This is an optimization exercise on Yosys and OpenROAD, whose aim is small area, a short achievable clock period and few clock cycles per item, not a production implementation. No run shown here included a check of the RTL's function; only the layout flow was run. No activity file was given, so power comes from the tool's default toggle rates.

===== design/flow/design.v =====
package pdtp_pkg;
    localparam int          C_MAX_CODES = 16;
    localparam logic [3:0] C_CODE_SKIP       = 4'd0;
    localparam logic [3:0] C_CODE_YY         = 4'd1;
    localparam logic [3:0] C_CODE_YYYY       = 4'd2;
    localparam logic [3:0] C_CODE_MONTH_FLEX = 4'd3;
    localparam logic [3:0] C_CODE_MONTH      = 4'd4;
    localparam logic [3:0] C_CODE_DAY_FLEX   = 4'd5;
    localparam logic [3:0] C_CODE_DAY        = 4'd6;
    localparam logic [3:0] C_CODE_HOUR       = 4'd7;
    localparam logic [3:0] C_CODE_MINUTE     = 4'd8;
    localparam logic [3:0] C_CODE_SECOND     = 4'd9;
    localparam logic [0:0] C_REG_PATTERN_CODES  = 1'b0;
    localparam logic [0:0] C_REG_PATTERN_LENGTH = 1'b1;
    function automatic logic is_field(input logic [3:0] code);
        is_field = (code != 4'd0) && (code <= 4'd9);
    endfunction
    function automatic logic is_flex(input logic [3:0] code);
        is_flex = (code == C_CODE_MONTH_FLEX) || (code == C_CODE_DAY_FLEX);
    endfunction
endpackage
module pdtp_parse (
    input  logic        i_clk,
    input  logic        i_rst_n,
    input  logic        i_valid,
    input  logic        i_last,
    input  logic        i_dig,
    input  logic [3:0]  i_d,
    input  logic [63:0] i_codes,
    input  logic [4:0]  i_len,
    input  logic [4:0]  i_lf,
    input  logic        i_out_stall,
    output logic        o_step,
    output logic        o_valid,
    output logic [13:0] o_year,
    output logic        o_leap,
    output logic [6:0]  o_month,
    output logic [6:0]  o_day,
    output logic [6:0]  o_hour,
    output logic [6:0]  o_minute,
    output logic [6:0]  o_second,
    output logic        o_matched
);
    logic [4:0]  r_idx;
    logic [1:0]  r_n;
    logic        r_bad, r_failed;
    logic [3:0]  r_a;            
    logic        r_fresh;        
    logic        r_ov;           
    logic [13:0] r_year;
    logic        r_leap;
    logic [6:0]  r_month, r_day, r_hour, r_minute, r_second;
    logic        r_matched;
    logic        step;
    logic [3:0]  c0, c1;
    logic        act0, act1, run;
    logic        f0, flex0, y4, isyear, f1, flex1;
    logic        badn, done_fx;
    logic [4:0]  idx_n;
    logic [1:0]  n_n;
    logic        bad_n, failed_n;
    logic        wr7, wry, wrleap;
    logic [6:0]  v7;
    logic [13:0] vy;
    logic        vleap;
    logic        lo_zero, lo_div4;
    logic        matched;
    logic [13:0] b_year;
    logic        b_leap;
    logic [6:0]  b_month, b_day, b_hour, b_minute, b_second;
    logic [13:0] n_year;
    logic        n_leap;
    logic [6:0]  n_month, n_day, n_hour, n_minute, n_second;
    logic [63:0] codes_sh;
    assign step = i_valid && (!r_ov || !i_out_stall);
    assign codes_sh = {4'd0, i_codes[63:4]};
    always_comb begin
        c0    = i_codes[{r_idx[3:0], 2'b00} +: 4];
        c1    = codes_sh[{r_idx[3:0], 2'b00} +: 4];
        act0  = r_idx < i_len;
        act1  = (6'(r_idx) + 6'd1) < 6'(i_len);
        run   = !r_failed && act0;
        f0    = pdtp_pkg::is_field(c0);
        flex0 = pdtp_pkg::is_flex(c0);
        y4    = (c0 == pdtp_pkg::C_CODE_YYYY);
        isyear = (c0 == pdtp_pkg::C_CODE_YY) || y4;
        f1    = pdtp_pkg::is_field(c1);
        flex1 = pdtp_pkg::is_flex(c1);
        badn  = r_bad || !i_dig;
        done_fx = y4 ? (r_n == 2'd3) : (r_n == 2'd1);
        idx_n    = r_idx;
        n_n      = r_n;
        bad_n    = r_bad;
        failed_n = r_failed;
        wr7      = 1'b0;
        wry      = 1'b0;
        if (run) begin
            if (!f0) begin
                idx_n = 5'(r_idx + 5'd1);
            end else if (flex0) begin
                if (r_n == 2'd0) begin
                    if (i_dig) begin
                        n_n = 2'd1;
                        wr7 = 1'b1;
                    end else begin
                        failed_n = 1'b1;
                    end
                end else begin
                    idx_n = 5'(r_idx + 5'd1);
                    n_n   = 2'd0;
                    if (i_dig) begin
                        wr7 = 1'b1;
                    end else if (act1) begin
                        if (!f1) begin
                            idx_n = 5'(r_idx + 5'd2);
                        end else if (flex1) begin
                            failed_n = 1'b1;
                        end else begin
                            bad_n = 1'b1;
                            n_n   = 2'd1;
                        end
                    end
                end
            end else begin
                if (done_fx) begin
                    idx_n = 5'(r_idx + 5'd1);
                    n_n   = 2'd0;
                    bad_n = 1'b0;
                end else begin
                    n_n   = 2'(r_n + 2'd1);
                    bad_n = badn;
                end
                if (isyear)
                    wry = 1'b1;
                else if (done_fx)
                    wr7 = 1'b1;
            end
        end
        matched = !r_failed && (6'(r_idx) + 6'd1 >= 6'(i_lf)) &&
                  (!act0 || !f0 || (flex0 && (r_n[0] || i_dig)) || (!flex0 && done_fx));
        v7 = (flex0 && r_n == 2'd0) ? 7'(i_d) :
             badn ? 7'd0 : 7'(7'(i_d) + 7'(r_a) * 7'd10);
        if (badn)
            vy = (c0 == pdtp_pkg::C_CODE_YY) ? 14'd1900 : 14'd0;
        else if (r_n == 2'd0)
            vy = (c0 == pdtp_pkg::C_CODE_YY) ? 14'(8'd190 + 8'(i_d)) : 14'(i_d);
        else
            vy = 14'(r_year * 14'd10 + 14'(i_d));
        lo_zero = (r_a == 4'd0) && (i_d == 4'd0);
        lo_div4 = !i_d[0] && (r_a[0] == i_d[1]);
        wrleap  = wry && ((y4 && r_n == 2'd1) || done_fx);
        vleap   = (y4 && r_n == 2'd1) ? lo_div4 :
                  (!badn && (lo_zero ? (y4 && r_leap) : lo_div4));
        b_year   = r_fresh ? 14'd0 : r_year;
        b_leap   = r_fresh ? 1'b0  : r_leap;
        b_month  = r_fresh ? 7'd0  : r_month;
        b_day    = r_fresh ? 7'd0  : r_day;
        b_hour   = r_fresh ? 7'd0  : r_hour;
        b_minute = r_fresh ? 7'd0  : r_minute;
        b_second = r_fresh ? 7'd0  : r_second;
        n_year   = wry    ? vy    : b_year;
        n_leap   = wrleap ? vleap : b_leap;
        n_month  = (wr7 && (c0 == pdtp_pkg::C_CODE_MONTH_FLEX || c0 == pdtp_pkg::C_CODE_MONTH)) ? v7 : b_month;
        n_day    = (wr7 && (c0 == pdtp_pkg::C_CODE_DAY_FLEX   || c0 == pdtp_pkg::C_CODE_DAY))   ? v7 : b_day;
        n_hour   = (wr7 && c0 == pdtp_pkg::C_CODE_HOUR)   ? v7 : b_hour;
        n_minute = (wr7 && c0 == pdtp_pkg::C_CODE_MINUTE) ? v7 : b_minute;
        n_second = (wr7 && c0 == pdtp_pkg::C_CODE_SECOND) ? v7 : b_second;
        if (i_last && !matched) begin
            n_year   = 14'd0;
            n_leap   = 1'b0;
            n_month  = 7'd0;
            n_day    = 7'd0;
            n_hour   = 7'd0;
            n_minute = 7'd0;
            n_second = 7'd0;
        end
    end
    always_ff @(posedge i_clk) begin
        if (!i_rst_n) begin
            r_idx    <= '0;
            r_n      <= '0;
            r_bad    <= 1'b0;
            r_failed <= 1'b0;
            r_fresh  <= 1'b1;
            r_ov     <= 1'b0;
        end else begin
            if (step) begin
                r_idx    <= i_last ? 5'd0 : idx_n;
                r_n      <= i_last ? 2'd0 : n_n;
                r_bad    <= i_last ? 1'b0 : bad_n;
                r_failed <= i_last ? 1'b0 : failed_n;
                r_fresh  <= i_last;
            end
            r_ov <= (step && i_last) || (r_ov && i_out_stall);
        end
    end
    always_ff @(posedge i_clk) begin
        if (step) begin
            r_a       <= i_d;
            r_year    <= n_year;
            r_leap    <= n_leap;
            r_month   <= n_month;
            r_day     <= n_day;
            r_hour    <= n_hour;
            r_minute  <= n_minute;
            r_second  <= n_second;
        end
        if (step && i_last)
            r_matched <= matched;
    end
    assign o_step    = step;
    assign o_valid   = r_ov;
    assign o_year    = r_year;
    assign o_leap    = r_leap;
    assign o_month   = r_month;
    assign o_day     = r_day;
    assign o_hour    = r_hour;
    assign o_minute  = r_minute;
    assign o_second  = r_second;
    assign o_matched = r_matched;
endmodule
module pdtp_calendar (
    input  logic        i_matched,
    input  logic [13:0] i_year,
    input  logic        i_leap,
    input  logic [6:0]  i_month,
    input  logic [6:0]  i_day,
    input  logic [6:0]  i_hour,
    input  logic [6:0]  i_minute,
    input  logic [6:0]  i_second,
    output logic        o_valid
);
    logic month_ok, m31, m2, day_ok;
    always_comb begin
        month_ok = (i_month >= 7'd1) && (i_month <= 7'd12);
        m2       = (i_month == 7'd2);
        m31      = (i_month == 7'd1) || (i_month == 7'd3) || (i_month == 7'd5) ||
                   (i_month == 7'd7) || (i_month == 7'd8) || (i_month == 7'd10) ||
                   (i_month == 7'd12);
        day_ok   = (i_day >= 7'd1) &&
                   ((i_day <= 7'd28) ||
                    (i_day == 7'd29 && (!m2 || i_leap)) ||
                    (i_day == 7'd30 && !m2) ||
                    (i_day == 7'd31 && m31));
        o_valid  = i_matched && (i_year != 14'd0) && month_ok && day_ok &&
                   (i_hour < 7'd24) && (i_minute < 7'd60) && (i_second < 7'd60);
    end
endmodule
module pattern_date_time_parser_top (
    input  logic                i_clk,
    input  logic                i_rst_n,
    input  logic                i_in_valid,
    output logic                o_in_stall,
    input  logic [8:0]          i_in_data,
    output logic                o_out_valid,
    input  logic                i_out_stall,
    output logic [50:0]         o_out_data,
    input  logic                i_cfg_wr_en,
    input  logic [0:0]          i_cfg_index,
    input  logic [63:0]         i_cfg_wdata
);
    logic [63:0] r_codes;
    logic [4:0]  r_len;          
    logic [4:0]  r_lf;           
    logic        r_hv, r_sv;     
    logic [5:0]  r_head, r_skid;
    logic [5:0]  in_item;
    logic        in_dig;
    logic        step;
    logic        head_load;
    logic [4:0]  lf;
    logic [13:0] year;
    logic [6:0]  month, day, hour, minute, second;
    logic        leap, matched, valid;
    always_ff @(posedge i_clk) begin
        if (!i_rst_n) begin
            r_codes <= '0;
            r_len   <= '0;
        end else if (i_cfg_wr_en) begin
            if (i_cfg_index == pdtp_pkg::C_REG_PATTERN_CODES)
                r_codes <= i_cfg_wdata;
            else
                r_len <= i_cfg_wdata[4] ? 5'd16 : {1'b0, i_cfg_wdata[3:0]};
        end
    end
    always_comb begin
        lf = 5'd0;
        for (int i = 0; i < pdtp_pkg::C_MAX_CODES; i++) begin
            if (5'(i) < r_len && pdtp_pkg::is_field(r_codes[4*i +: 4]))
                lf = 5'(i + 1);
        end
    end
    always_ff @(posedge i_clk) begin
        r_lf <= lf;
    end
    assign in_dig  = (i_in_data[8:5] == 4'd3) && (i_in_data[4:1] <= 4'd9);
    assign in_item = {i_in_data[0], in_dig, i_in_data[4:1]};
    assign head_load  = !r_hv || step;
    assign o_in_stall = r_sv;
    always_ff @(posedge i_clk) begin
        if (!i_rst_n) begin
            r_hv <= 1'b0;
            r_sv <= 1'b0;
        end else begin
            if (head_load)
                r_hv <= r_sv || i_in_valid;
            if (r_sv)
                r_sv <= !head_load;
            else
                r_sv <= !head_load && i_in_valid;
        end
    end
    always_ff @(posedge i_clk) begin
        if (head_load)
            r_head <= r_sv ? r_skid : in_item;
        if (!r_sv)
            r_skid <= in_item;
    end
    pdtp_parse u_parse (
        .i_clk       (i_clk),
        .i_rst_n     (i_rst_n),
        .i_valid     (r_hv),
        .i_last      (r_head[5]),
        .i_dig       (r_head[4]),
        .i_d         (r_head[3:0]),
        .i_codes     (r_codes),
        .i_len       (r_len),
        .i_lf        (r_lf),
        .i_out_stall (i_out_stall),
        .o_step      (step),
        .o_valid     (o_out_valid),
        .o_year      (year),
        .o_leap      (leap),
        .o_month     (month),
        .o_day       (day),
        .o_hour      (hour),
        .o_minute    (minute),
        .o_second    (second),
        .o_matched   (matched)
    );
    pdtp_calendar u_calendar (
        .i_matched (matched),
        .i_year    (year),
        .i_leap    (leap),
        .i_month   (month),
        .i_day     (day),
        .i_hour    (hour),
        .i_minute  (minute),
        .i_second  (second),
        .o_valid   (valid)
    );
    assign o_out_data = {year, month, day, hour, minute, second, matched, valid};
endmodule

===== design/flow/run.sh =====
#!/bin/bash
# synth_recipe.tcl (not shown) runs the flow's synth.tcl, then flattens the netlist and writes it again
# the make line also repeats each setting of config.mk as NAME=value (left out here)
make -C /OpenROAD-flow-scripts/flow DESIGN_CONFIG=/design/flow/config.mk WORK_HOME=/design/flow/orfs CLKGATE_MAP_FILE= SYNTH_SCRIPT=/design/flow/synth_recipe.tcl finish

===== design/flow/config.mk =====
export PLATFORM = sky130hd
export DESIGN_NAME = pattern_date_time_parser_top
export DESIGN_NICKNAME = pattern_date_time_parser_top
export VERILOG_FILES = /design/flow/design.v
export SDC_FILE = /design/flow/constraint.sdc
export NUM_CORES = 4
export LEC_CHECK = 0
export CAP_MARGIN = 20
export CORE_MARGIN = 2
export CORE_UTILIZATION = 40
export SLEW_MARGIN = 20

===== design/flow/constraint.sdc =====
create_clock -name core_clock -period 10.5 [get_ports {i_clk}]
set_input_delay 2.1000 -clock core_clock [delete_from_list [all_inputs] [get_ports {i_clk}]]
set_output_delay 2.1000 -clock core_clock [all_outputs]
set_load 0.01 [all_outputs]

==> impl_metrics.sql, run 1 <==
INSERT INTO impl_metrics (metric_group, metric, value, unit) VALUES
('status', 'outcome', 'complete, no violations', ''),
('power', 'worst_vdd_ir', '132.2', 'uV'),
('critical_path', 'cp_data_arrival_time', '2.43', 'ns'),
('clock_network', 'cts_resized', '0', ''),
('yosys', 'syn_nets', '1171', ''),
('clock_network', 'cts.sink_count', '154', ''),
('placed_design', 'globalplace.congestion', '0.9027', ''),
('die', 'core_region_area', '23540', 'um2'),
('routing', 'vias', '7964', ''),
('yosys', 'postSynthRegisterBits', '154', ''),
('cells_and_area', 'multi_input_comb_area', '5475', 'um2'),
('routing', 'drt_first_pass_iters', '5', ''),
('yosys', 'instance_count_of_the_mapped_netlist', '1040', ''),
('critical_path', 'setup.worst_path.start_class', 'flip-flop', ''),
('global_routing', 'grt_first_pass_wirelength', '40.12', 'mm'),
('die', 'die-area', '25240', 'um2'),
('critical_path', 'worst_ep_required_time', '8.40', 'ns'),
('die', 'dieHeight', '158.9', 'um'),
('timing', 'timing.final.crit_period', '4.527', 'ns'),
('clock_network', 'max_buffers_root_to_sink', '2', ''),
('timing', 'maxSlewHeadroom', '37.32', '%'),
('hold_path', 'timing.hold.worst.class', 'flip-flop to flip-flop', ''),
('placed_design', 'post-dp-hpwl', '18.51', 'mm'),
('global_routing', 'largest_net_degree_at_the_start_of_global_routing', '84', ''),
('routing', 'first_iter_violations', '517', ''),
('critical_path', 'reg_to_reg_slack_setup', '6.09', 'ns'),
('timing', 'grt_setup_unrepaired', 'false', ''),
('yosys', 'netlist.top_cell.by_area', 'sky130_fd_sc_hd__dfxtp_1', ''),
('timing', 'skew', '0.01497', 'ns'),
('die', 'core.rowCount', '56', ''),
('yosys', 'post-synth-top-count-cell', 'sky130_fd_sc_hd__nand2_1', ''),
('yosys', 'synth_cell_types', '79', ''),
('cells_and_area', 'final.fill_count', '2321', ''),
('global_routing', 'number_of_antenna_violations_at_the_first_check_in_global_routing', '0', ''),
('timing', 'worst-slew-pin-transition', '0.9383', 'ns'),
('timing', 'timing.final.hold_violations', '0', ''),
('critical_path', 'critical-path-max-stage-delay', '0.59', 'ns'),
('routing', 'drcViolationCount', '0', ''),
('global_routing', 'overflow', '0', ''),
('routing', 'via_per_inst', '5.421', ''),
('cells_and_area', 'area_growth_syn_to_layout', '21.87', '%'),
('yosys', 'synth-main-ff-cell', 'sky130_fd_sc_hd__dfxtp_1', ''),
('power', 'static-leakage-power', '4.197', 'nW'),
('critical_path', 'critical_path_start_end_classification', 'flip-flop to primary output', ''),
('clock_network', 'clock-root-buffer', 'sky130_fd_sc_hd__clkbuf_16', ''),
('yosys', 'synth_top_area_share', '19.41', '%'),
('flow_run', 'cap_violations', '0', ''),
('clock_network', 'cts.reportedPaths.clkPinSlew', '0.07', 'ns'),
('cells_and_area', 'drive_above_1_share', '7.043', '%'),
('critical_path', 'cp_delay_by_family_top', 'simple AND/OR/NAND/NOR gates', ''),
('clock_network', 'total_clock_buffers_created_by_cts', '17', ''),
('clock_network', 'htree_levels', '4', ''),
('global_routing', 'via_count_of_the_first_global_routing_pass', '7696', ''),
('clock_network', 'cts_setup_buffers', '0', ''),
('yosys', 'synth.yosys.seq_area_share', '38.50', '%'),
('yosys', 'netlist_area', '9594', 'um2'),
('timing', 'finalMaxSlewViolations', '0', ''),
('yosys', 'asyncSetResetFlopFracSynth', '0', '%'),
('yosys', 'synth-edff-count', '61', ''),
('critical_path', 'critical_path.slowest_cell', 'sky130_fd_sc_hd__clkdlybuf4s50_1', ''),
('timing', 'finalSetupViolCount', '0', ''),
('critical_path', 'cp-end-kind', 'primary output', ''),
('critical_path', 'timing.critical_path.buf_inv', '1', ''),
('critical_path', 'crit_chain', 'or4_1 > a21oi_1 > o21ai_0 > nor4_1 > clkdlybuf4s50_1', ''),
('yosys', 'syn_avg_cell_area', '9.225', 'um2'),
('cells_and_area', 'layout.nets', '1268', ''),
('yosys', 'synth.yosys.warnings', '3', ''),
('clock_network', 'clock_insertion_delay_worst_skew', '0.44', 'ns'),
('routing', 'route.final.wire_length', '24.74', 'mm'),
('critical_path', 'crit_path_max_fanout', '2', ''),
('placed_design', 'count_of_buffers_inserted_at_the_top_level_ports', '131', '');
cells by family after synthesis:
| logic type | count (synthesis) | synth area share [%] |
|---|---|---|
| adder cells (fa/ha/maj) | 52 | 7.094 |
| AND/OR/NAND/NOR | 424 | 20.94 |
| multiplexers | 52 | 9.142 |
| XOR/XNOR | 31 | 2.973 |
| flip-flops | 154 | 38.50 |
| AO/OA/AOI/OAI | 235 | 16.76 |
| buffers and inverters | 92 | 4.590 |
layer usage:
metal	track usage [%]	vias to the layer above	part of all wire (%)
met2	34.22	237	49
li1	-	3957	-
met5	0	-	0
met4	7.851	0	3.2
met1	23.97	3713	44
met3	3.736	57	4.6
flip-flops by register name, summed over array words and instances, names as in the netlist, 6 cells and up:
| name | cells |
|---|---|
| r_head | 6 |
| u_parse.r_hour | 7 |
| u_parse.r_month | 7 |
| u_parse.r_day | 7 |
| u_parse.r_year | 14 |
| u_parse.r_minute | 7 |
| r_codes | 64 |
| r_skid | 6 |
| u_parse.r_second | 7 |
power by group:
| part | total, mW | internal (mW) | switching [mW] |
|---|---|---|---|
| Clock | 0.666 | 0.369 | 0.297 |
| Sequential | 0.683 | 0.650 | 0.0333 |
| Combinational | 0.250 | 0.124 | 0.126 |
| Total | 1.60 | 1.14 | 0.457 |
final cells by class:
type,count,area share [%]
clock buffer,17,3.638
sequential,154,31.60
multi-input combinational,794,46.83
tap,319,3.414
clock inverter,15,1.873
inverter,32,1.027
timing repair buffer,138,11.62
through the flow:
| step | instance area (um2) | utilization (%) | hold slack (ns) | instances | worst slack (ns) |
|---|---|---|---|---|---|
| after floorplan | 9594 | - | 0.4266 | 1040 | 6.773 |
| after global placement | 11040 | 46.91 | 0.4548 | 1437 | 6.289 |
| after detailed placement | 11040 | 46.91 | 0.4636 | 1437 | 6.142 |
| after CTS | 11690 | 49.64 | 0.4806 | 1469 | 5.957 |
| after global routing | 11690 | 49.67 | 0.4925 | 1469 | 5.738 |
| final | 11690 | 49.67 | 0.4747 | 1469 | 5.973 |
final timing paths:
| check | to | cells past startpoint | startpoint |
|---|---|---|---|
| worst min register to register | r_skid[1]$_DFF_P_ | 1 | r_skid[1]$_DFF_P_ |
| worst max-delay path | o_out_data[0] | 5 | u_parse.r_day[5]$_SDFFCE_PP0P_ |
| worst min-delay path | r_skid[1]$_DFF_P_ | 1 | r_skid[1]$_DFF_P_ |
| worst max register to register | u_parse.r_hour[1]$_SDFFCE_PP0P_ | 10 | u_parse.r_idx[0]$_SDFFE_PN0P_ |
placed cells by master (no fill, tap or decap), types with 22 or more instances in the layout:
cell type / netlist / final
sky130_fd_sc_hd__nand2_1: 186 / 186
sky130_fd_sc_hd__clkdlybuf4s50_1: 0 / 130
sky130_fd_sc_hd__dfxtp_1: 93 / 92
sky130_fd_sc_hd__nor2_1: 83 / 83
sky130_fd_sc_hd__a21boi_0: 69 / 69
sky130_fd_sc_hd__edfxtp_1: 61 / 61
sky130_fd_sc_hd__a21oi_1: 55 / 55
sky130_fd_sc_hd__ha_1: 48 / 48
sky130_fd_sc_hd__o21ai_0: 34 / 34
sky130_fd_sc_hd__inv_1: 31 / 31
sky130_fd_sc_hd__nand3_1: 26 / 26
sky130_fd_sc_hd__xnor2_1: 22 / 22
worst register-to-register path, cell delays in order, from the launching register on:
cell and delay (ns):
sky130_fd_sc_hd__dfxtp_2 0.31, sky130_fd_sc_hd__buf_4 0.53, sky130_fd_sc_hd__mux4_1 0.68, sky130_fd_sc_hd__a22oi_1 0.18
sky130_fd_sc_hd__nand3_1 0.41, sky130_fd_sc_hd__nor2_1 0.31, sky130_fd_sc_hd__mux2i_1 0.37, sky130_fd_sc_hd__o311ai_2 0.18
sky130_fd_sc_hd__a21oi_2 0.31, sky130_fd_sc_hd__nor2_1 0.19, sky130_fd_sc_hd__a21oi_1 0.60
==> run 2: changes to the inputs <==
==> design/flow/flow/run.sh (new file) <==
#!/bin/bash
# Own layout flow: the standard ORFS flow (standard.sh), unchanged except
#  - port buffers use a small fast buffer cell (every port still gets one);
set -euo pipefail
export BUFFER_PORTS_ARGS="-buffer_cell sky130_fd_sc_hd__buf_2"
export SETUP_SLACK_MARGIN=7.0
bash standard.sh > standard.log 2>&1
==> design/flow/standard.sh (new file) <==
#!/bin/bash
# synth_recipe.tcl (not shown) runs the flow's synth.tcl, then flattens the netlist and writes it again
# the make line also repeats each setting of config.mk as NAME=value (left out here)
make -C /OpenROAD-flow-scripts/flow DESIGN_CONFIG=/design/flow/config.mk WORK_HOME=/design/flow/orfs CLKGATE_MAP_FILE= SYNTH_SCRIPT=/design/flow/synth_recipe.tcl "${@:-finish}"
removed: design/flow/run.sh
==> run 2 against run 1 <==
Effect of this change:
- still clean
- die area stayed put
- maximum frequency increased by 10%
- first-iteration DRC count increased by 20%
- combinational power up 2%
- worst setup slack better by 0.42 ns
- final cell count is 1.3% higher
- count of clock-buffer cells in the layout unchanged
- utilization down 0.94 points
- power down 2.7%
- non-clock buffer count increased by 19
- cell area is 1.9% lower
- hold slack gained 0.00063 ns
- critical endpoint unchanged
- highest routed layer unchanged
==> impl_metrics.sql, run 2 <==
INSERT INTO impl_metrics (metric_group, metric, value, unit) VALUES
('clock_network', 'cts.reportedPaths.clkPinSlew', '0.08', 'ns'),
('global_routing', 'number_of_antenna_violations_at_the_first_check_in_global_routing', '0', ''),
('routing', 'wire_per_inst', '17.25', 'um'),
('critical_path', 'critical_path_start_end_classification', 'flip-flop to primary output', ''),
('critical_path', 'regToRegEndpoint', 'u_parse.r_year[13]$_SDFFCE_PP0P_', ''),
('routing', 'drcViolationCount', '0', ''),
('die', 'floorplan.io_pins', '132', ''),
('routing', 'via_per_inst', '5.511', ''),
('die', 'core_region_area', '23540', 'um2'),
('die', 'starting_density', '40.75', '%'),
('yosys', 'netlist.top_cell.by_area', 'sky130_fd_sc_hd__dfxtp_1', ''),
('critical_path', 'cp_delay_by_family_top', 'simple AND/OR/NAND/NOR gates', ''),
('power', 'total_power', '1.558', 'mW'),
('clock_network', 'htree_levels', '4', ''),
('yosys', 'post_synth_main_area_contributors', 'sky130_fd_sc_hd__dfxtp_1 (19%), sky130_fd_sc_hd__edfxtp_1 (19%), sky130_fd_sc_hd__nand2_1 (7.3%), sky130_fd_sc_hd__ha_1 (6.3%), sky130_fd_sc_hd__a21boi_0 (5.4%)', ''),
('placed_design', 'globalplace.congestion', '0.9063', ''),
('hold_path', 'worst_hold_path.num_cells', '1', ''),
('cells_and_area', 'largest_register_ff_count', '64', ''),
('global_routing', 'via_count_of_the_first_global_routing_pass', '7734', ''),
('routing', 'drt_first_pass_iters', '5', ''),
('placed_design', 'post-dp-hpwl', '18.48', 'mm'),
('cells_and_area', 'area_growth_syn_to_layout', '19.56', '%'),
('yosys', 'synth_top_area_share', '19.41', '%'),
('yosys', 'synth.yosys.warnings', '3', ''),
('timing', 'worst-slew-pin-transition', '0.9361', 'ns'),
('critical_path', 'cp.depth', '5', ''),
('clock_network', 'post_cts_hold_buffer_count', '0', ''),
('clock_network', 'clock-root-buffer', 'sky130_fd_sc_hd__clkbuf_16', ''),
('cells_and_area', 'num_antenna_cells', '0', ''),
('die', 'die-area', '25240', 'um2'),
('flow_run', 'cap_violations', '0', ''),
('timing', 'setup_total_negative_slack', '0', 'ns'),
('yosys', 'instance_count_of_the_mapped_netlist', '1040', ''),
('power', 'worst_vdd_ir', '85.48', 'uV'),
('timing', 'timing.final.hold_violations', '0', ''),
('yosys', 'synth-edff-count', '61', ''),
('hold_path', 'hold_path_endpoint', 'r_skid[2]$_DFF_P_', ''),
('timing', 'final_critical_path_setup_slack', '6.389', 'ns'),
('cells_and_area', 'drive_above_1_share', '22.84', '%'),
('timing', 'skew', '0.01566', 'ns'),
('critical_path', 'r2r-start', 'u_parse.r_year[1]$_SDFFCE_PP0P_', ''),
('routing', 'route.final.wire_length', '25.67', 'mm'),
('global_routing', 'overflow', '0', ''),
('die', 'fp.dieW', '158.9', 'um'),
('yosys', 'synth_cell_types', '79', ''),
('power', 'static-leakage-power', '4.365', 'nW'),
('placed_design', 'detailedPlace.worstSlack', '6.088', 'ns'),
('cells_and_area', 'registers.top_by_ff_count', 'r_codes', ''),
('yosys', 'postSynthRegisterBits', '154', ''),
('global_routing', 'grt_first_pass_wirelength', '40.76', 'mm'),
('yosys', 'asyncSetResetFlopFracSynth', '0', '%'),
('critical_path', 'cp_data_arrival_time', '2.01', 'ns'),
('cells_and_area', 'layout.nets', '1287', ''),
('timing', 'timing.fmax', '0.2433', 'GHz'),
('yosys', 'post-synth-top-count-cell', 'sky130_fd_sc_hd__nand2_1', ''),
('critical_path', 'crit_path_max_fanout', '2', ''),
('critical_path', 'timing.critical_path.buf_inv', '1', ''),
('hold_path', 'timing.hold.worst.class', 'flip-flop to flip-flop', ''),
('routing', 'vias', '8200', ''),
('die', 'dieHeight', '158.9', 'um'),
('clock_network', 'cts.sink_count', '154', ''),
('placed_design', 'placedInstanceArea', '10400', 'um2'),
('timing', 'finalMaxSlewViolations', '0', ''),
('global_routing', 'total_routing_usage_reported_by_global_routing', '20.17', '%'),
('routing', 'first_iter_violations', '619', ''),
('critical_path', 'crit_chain', 'or4_4 > a21oi_2 > o21ai_1 > nor4_2 > buf_2', ''),
('clock_network', 'clock_insertion_delay_worst_skew', '0.44', 'ns'),
('cells_and_area', 'fin_util', '48.72', '%'),
('cells_and_area', 'layout_top_registers', 'r_codes x64, u_parse.r_year x14', ''),
('routing', 'count_of_antenna_violating_nets_left_after_detailed_routing', '0', ''),
('hold_path', 'worst_hold_startpoint', 'r_skid[2]$_DFF_P_', ''),
('placed_design', 'count_of_buffers_inserted_at_the_top_level_ports', '131', ''),
('critical_path', 'worstRegToRegCells', '13', ''),
('critical_path', 'cp-end-kind', 'primary output', ''),
('critical_path', 'reg_to_reg_slack_setup', '7.13', 'ns'),
('timing', 'timing.final.crit_period', '4.111', 'ns'),
('yosys', 'syn_nets', '1171', ''),
('yosys', 'synth.yosys.seq_area_share', '38.50', '%'),
('yosys', 'synth-main-ff-cell', 'sky130_fd_sc_hd__dfxtp_1', ''),
('cells_and_area', 'finish.instance_area', '11470', 'um2'),
('timing', 'grt_setup_unrepaired', 'true', ''),
('yosys', 'synth_common_cells', 'sky130_fd_sc_hd__nand2_1 (186), sky130_fd_sc_hd__dfxtp_1 (93), sky130_fd_sc_hd__nor2_1 (83)', ''),
('cells_and_area', 'final_common_cell', 'sky130_fd_sc_hd__nand2_1', ''),
('die', 'core.rowCount', '56', ''),
('critical_path', 'worst_ep_required_time', '8.40', 'ns'),
('timing', 'min_period_over_period', '39.15', '%'),
('critical_path', 'critical-path-max-stage-delay', '0.54', 'ns'),
('critical_path', 'setup.worst_path.start_class', 'flip-flop', ''),
('clock_network', 'max_buffers_root_to_sink', '2', ''),
('cells_and_area', 'commonest_cells_after_routing_fill_and_taps_aside', 'sky130_fd_sc_hd__nand2_1 (185), sky130_fd_sc_hd__buf_2 (131), sky130_fd_sc_hd__dfxtp_1 (90)', ''),
('power', 'pwr_per_cell_area', '135.8', 'nW/um2'),
('critical_path', 'critical_path.slowest_cell', 'sky130_fd_sc_hd__or4_4', ''),
('clock_network', 'tritoncts_clock_tree', 'done', ''),
('timing', 'maxSlewHeadroom', '37.46', '%'),
('status', 'outcome', 'complete, no violations', ''),
('yosys', 'netlist_area', '9594', 'um2'),
('clock_network', 'total_clock_buffers_created_by_cts', '17', ''),
('yosys', 'syn_avg_cell_area', '9.225', 'um2'),
('global_routing', 'largest_net_degree_at_the_start_of_global_routing', '84', ''),
('timing', 'finalSetupViolCount', '0', '');
run 2: cell count changes in the layout (fill, tap and decap cells not counted), sizes merged:
cell and delta:
buf +147, clkdlybuf4s50 -130, bufinv -2, clkinvlp +2
bufbuf +1, clkbuf +1
run 2: what timing repair did:
| item | in CTS | in global routing |
|---|---|---|
| gates cloned | 1 | 1 |
| setup buffers | 6 | 10 |
| endpoints found under the setup margin | 105 | 89 |
| resized for setup | 32 | 26 |
| pin swaps | 5 | 17 |
run 2: through the flow:
stage	hold slack [ns]	instances
final	0.4754	1488
after global routing	0.4950	1488
after CTS	0.4765	1477
after detailed placement	0.4591	1438
after global placement	0.4604	1438
after floorplan	0.4266	1040
run 2: worst max-delay path by stage:
stage / from / endpoint
floorplan: u_parse.r_second[6]$_SDFFCE_PP0P_ / o_out_data[0]
global placement: u_parse.r_idx[0]$_SDFFE_PN0P_ / u_parse.r_year[9]$_SDFFCE_PP0P_
detailed placement: u_parse.r_idx[0]$_SDFFE_PN0P_ / u_parse.r_year[9]$_SDFFCE_PP0P_
CTS: u_parse.r_second[6]$_SDFFCE_PP0P_ / o_out_data[0]
global route: u_parse.r_second[6]$_SDFFCE_PP0P_ / o_out_data[0]
finish: u_parse.r_second[6]$_SDFFCE_PP0P_ / o_out_data[0]
run 2: where the power goes:
part	switching, mW	internal, mW	total (mW)
Sequential	0.0342	0.650	0.684
Combinational	0.138	0.118	0.256
Clock	0.294	0.323	0.617
Total	0.466	1.09	1.56
run 2: kinds of logic (layout without fill, tap and decap cells):
logic type | after synthesis | count (layout) | share of synthesized area [%]
flip-flops | 154 | 154 | 38.50
AO/OA/AOI/OAI | 235 | 235 | 16.76
XOR/XNOR | 31 | 31 | 2.973
adder cells (fa/ha/maj) | 52 | 52 | 7.094
buffers and inverters | 92 | 221 | 4.590
AND/OR/NAND/NOR | 424 | 424 | 20.94
multiplexers | 52 | 52 | 9.142
run 2: worst register-to-register path, stage by stage, from the launching register on:
cell	delay (ns)
sky130_fd_sc_hd__edfxtp_1	0.44
sky130_fd_sc_hd__buf_6	0.15
sky130_fd_sc_hd__ha_1	0.29
sky130_fd_sc_hd__ha_2	0.20
sky130_fd_sc_hd__fa_2	0.35
sky130_fd_sc_hd__a21o_1	0.18
sky130_fd_sc_hd__a21oi_2	0.18
sky130_fd_sc_hd__o21bai_2	0.12
sky130_fd_sc_hd__a21oi_2	0.18
sky130_fd_sc_hd__xnor2_2	0.16
sky130_fd_sc_hd__nand3_2	0.15
sky130_fd_sc_hd__nor4_4	0.28
sky130_fd_sc_hd__xnor3_1	0.26
sky130_fd_sc_hd__nor4_2	0.28
run 2: layer usage:
metal | routed length (um) | vias to the layer above | global-route usage [%]
met5 | 0 | - | 0
met1 | 11120 | 3862 | 24.87
met3 | 1147 | 74 | 3.553
met2 | 12380 | 268 | 34.48
li1 | - | 3996 | -
met4 | 1027 | 0 | 9.174
run 2: final cells by class:
type,instances,area (um2)
flip-flops and latches,154,3700
inverters,32,120.1
multi-input cells,794,5719
fillers,2284,12070
well taps,319,399.1
clock inverters,15,181.4
repair buffers,157,925.9
clock buffers,17,425.4

[re-timing with driven ports]
Ports are ideal in the flow. The routed layouts listed here were re-timed in OpenROAD. Step 1 (the two cells are an assumption about what drives the block):
set clk [get_ports {i_clk}]
set_driving_cell -lib_cell sky130_fd_sc_hd__clkbuf_16 $clk
set_driving_cell -lib_cell sky130_fd_sc_hd__buf_2 [delete_from_list [all_inputs] $clk]
Step 2 adds t to the input delays and takes it off the output delays; t is the mean of the earliest and latest rising clock arrival at the registers after step 1. Input paths then give back, and output paths get back, about the clock's delay inside the block. a / b / c = no drivers / after step 1 / after step 2; a / b = the first two.
run	t (ns)	slack for setup (ns)	worst hold slack (ns)
run 1	0.477	5.973 / 5.926 / 6.090	0.475 / 0.475 / 0.475
run 2	0.476	6.389 / 6.342 / 6.773	0.475 / 0.475 / 0.475
After both steps setup and hold are still met in every run listed.
